What follows belongs to an exercise in optimizing a design on an open flow for small area; a production flow would make more cautious choices.
Function was checked by simulation only, so behaviour that the tests miss may differ from the original. The flow treats the clock pin as an ideal source, which a real chip does not have.

## dm_bus_responder
module dm_bus_responder #(
  parameter int unsigned DEPTH_WORDS = 64,
  parameter int unsigned WAIT_CYCLES = 2,
  parameter logic [31:0] BASE_ADDR   = 32'h0000_0000
) (
  input  logic        clk,
  input  logic        rst,
  input  logic        req,
  input  logic        we,
  input  logic [31:0] addr,
  input  logic [31:0] wdata,
  input  logic [3:0]  be,
  output logic [31:0] rdata,
  output logic        ready,
  output logic        err,
  output logic        busy
);
  localparam int NR = 11;   
  logic [1:0]    st_q;
  logic [1:0]    c_q;                  
  logic [2:0]    t_q;                  
  logic [NR-1:0] valid_q;
  logic [31:0]   dat_q;
  logic [5:0]  idx_q;
  logic        we_q, err_q;
  logic [3:0]  be_q;
  logic [NR-2:0][5:0][31:0] m_q;
  logic [3:0][31:0]         n_q;       
  logic idle;
  assign idle  = (st_q == 2'b00);
  assign ready = (st_q == 2'b10);
  assign busy  = ~idle;
  logic accept;
  assign accept = idle & req;
  logic [5:0] idx_d;
  logic       we_d, err_d;
  logic [3:0] be_d;
  logic       err_in;
  assign err_in = (addr[1:0] != 2'b00) || (addr[31:8] != 24'd0);
  assign idx_d  = idle ? addr[7:2] : idx_q;
  assign we_d   = idle ? we        : we_q;
  assign err_d  = idle ? err_in    : err_q;
  assign be_d   = idle ? be        : be_q;
  always_ff @(posedge clk) begin
    idx_q <= idx_d;
    we_q  <= we_d;
    err_q <= err_d;
    be_q  <= be_d;
  end
  logic [NR-1:0] rsel;
  logic [2:0]    slot;
  always_comb begin
    case (idx_d)
      6'd0: begin rsel = 11'd1 << 0; slot = 3'd0; end
      6'd1: begin rsel = 11'd1 << 0; slot = 3'd1; end
      6'd2: begin rsel = 11'd1 << 0; slot = 3'd2; end
      6'd3: begin rsel = 11'd1 << 0; slot = 3'd3; end
      6'd4: begin rsel = 11'd1 << 0; slot = 3'd4; end
      6'd5: begin rsel = 11'd1 << 0; slot = 3'd5; end
  ...
For scale: ~4,200 cells after synthesis, roughly 2,100 flip-flops, ~110 I/O pins, ~56,000 um^2 of cells after synthesis.
Settings: LEC_CHECK=0, CAP_MARGIN=20, CORE_MARGIN=2, CORE_UTILIZATION=70, CTS_CLUSTER_DIAMETER=80, CTS_CLUSTER_SIZE=30, PLACE_DENSITY=0.8, SLEW_MARGIN=20, SYNTH_HIERARCHICAL=1; clock period 8.0 ns.
standard.sh (not shown) runs the stock make flow with config.mk's settings and CLKGATE_MAP_FILE= SYNTH_SCRIPT=/design/flow/synth_recipe.tcl, a recipe that flattens the netlist after the stock synthesis.
==> flow/flow/run.sh <==
#!/bin/bash
# Own flow: the standard layout (standard.sh) with two knobs changed
# through ORFS environment variables:
#  - CTS without dummy loads, with larger sink clusters (fewer clock buffers);
#  - port buffers use buf_1 instead of the default cell.
# Synthesis is the standard one, unchanged.
set -euo pipefail
export CTS_ARGS="-sink_clustering_enable -repair_clock_nets -dont_use_dummy_load -sink_clustering_size 30 -sink_clustering_max_diameter 80"
export BUFFER_PORTS_ARGS="-buffer_cell sky130_fd_sc_hd__buf_1"
bash standard.sh > standard.log 2>&1
Then changed:
--- a/flow/design.v
+++ b/flow/design.v
@@ -185,36 +185,27 @@
   logic        zcol;                   
   always_comb begin
     for (int i = 0; i < 32; i++)
       tcol[i] = wr & (be_d[i/8] | ~vr) &
                 (~set_ph | (be_q[i/8] ? dat_q[i] : ~pol_even1));
   end
   assign zcol = wr & ~vr & ~pol_even1;
-  logic [2:0]       gk;
   logic [2:0][31:0] col;
   always_comb begin
-    for (int k = 0; k < 3; k++) begin
-      gk[k]  = dst[k] | zcol;
-      col[k] = tcol | {32{~dst[k]}};
-    end
-  end
-  logic [NR-1:0][2:0] row;
-  always_comb begin
-    for (int r = 0; r < NR; r++)
-      for (int k = 0; k < 3; k++) row[r][k] = rsel[r] & gk[k];
+    for (int k = 0; k < 3; k++) col[k] = dst[k] ? tcol : {32{zcol}};
   end
   logic [NR-2:0][2:0][31:0] m_g;
   logic [1:0][31:0]         n_g;
   for (genvar r = 0; r < NR - 1; r++) begin : g_ring
     for (genvar k = 0; k < 3; k++) begin : g_even
-      dm_bit_update u_bits (.sel(row[r][k]), .col(col[k]), .q(m_q[r][(2 * k + 5) % 6]), .d(m_g[r][k]));
+      dm_bit_update u_bits (.sel(rsel[r]), .col(col[k]), .q(m_q[r][(2 * k + 5) % 6]), .d(m_g[r][k]));
     end
   end
   for (genvar k = 0; k < 2; k++) begin : g_even4
-    dm_bit_update u_bits (.sel(row[NR-1][k]), .col(col[k]), .q(n_q[(2 * k + 3) % 4]), .d(n_g[k]));
+    dm_bit_update u_bits (.sel(r4), .col(col[k]), .q(n_q[(2 * k + 3) % 4]), .d(n_g[k]));
   end
   always_ff @(posedge clk) begin
     for (int r = 0; r < NR - 1; r++) begin
       for (int k = 0; k < 3; k++) begin
         m_q[r][2 * k]     <= m_g[r][k];
         m_q[r][2 * k + 1] <= m_q[r][2 * k];
       end
After rerunning: The new run finished with timing, DRC and antenna clean. Final area is higher by 0.90%. Die area goes up by 1.7%. Routed wire length shrinks by 11%. Utilization is lower by 0.66 points. Cell count stays flat. Register-to-register slack improved by 30 ps.

static timing again, ports no longer ideal:
The flow's constraints put no driver on any port. The routed layouts listed below were extracted and timed again, unchanged, in two steps. Step 1 sets driving cells, clkbuf_16 on the clock port and buf_2 on the other inputs (assumed; they add their load-dependent delay and slew). Step 2 times the ports against the registers' clock, not the clock port: input delays grow and output delays shrink by t, the midpoint of the rising clock arrivals with the driver on. Three values: no drivers, after step 1, after step 2; two values: the first two.
| run | shift t [ns] | setup slack, ns | worst setup path after step 2 | slew at the worst register clock pin (ns) | pins driven straight from the clock port |
|---|---|---|---|---|---|
| the first run | 0.728 | 0.860 / 0.788 / 1.084 | input to register | 0.11 / 0.11 | 1 |
| the second run | 0.698 | 1.243 / 1.171 / 0.864 | input to register | 0.11 / 0.11 | 1 |
After both steps every run listed still meets setup and hold. The setup slack of the second run, which loses most, moves by -0.072 ns with the drivers and by -0.379 ns with both steps.
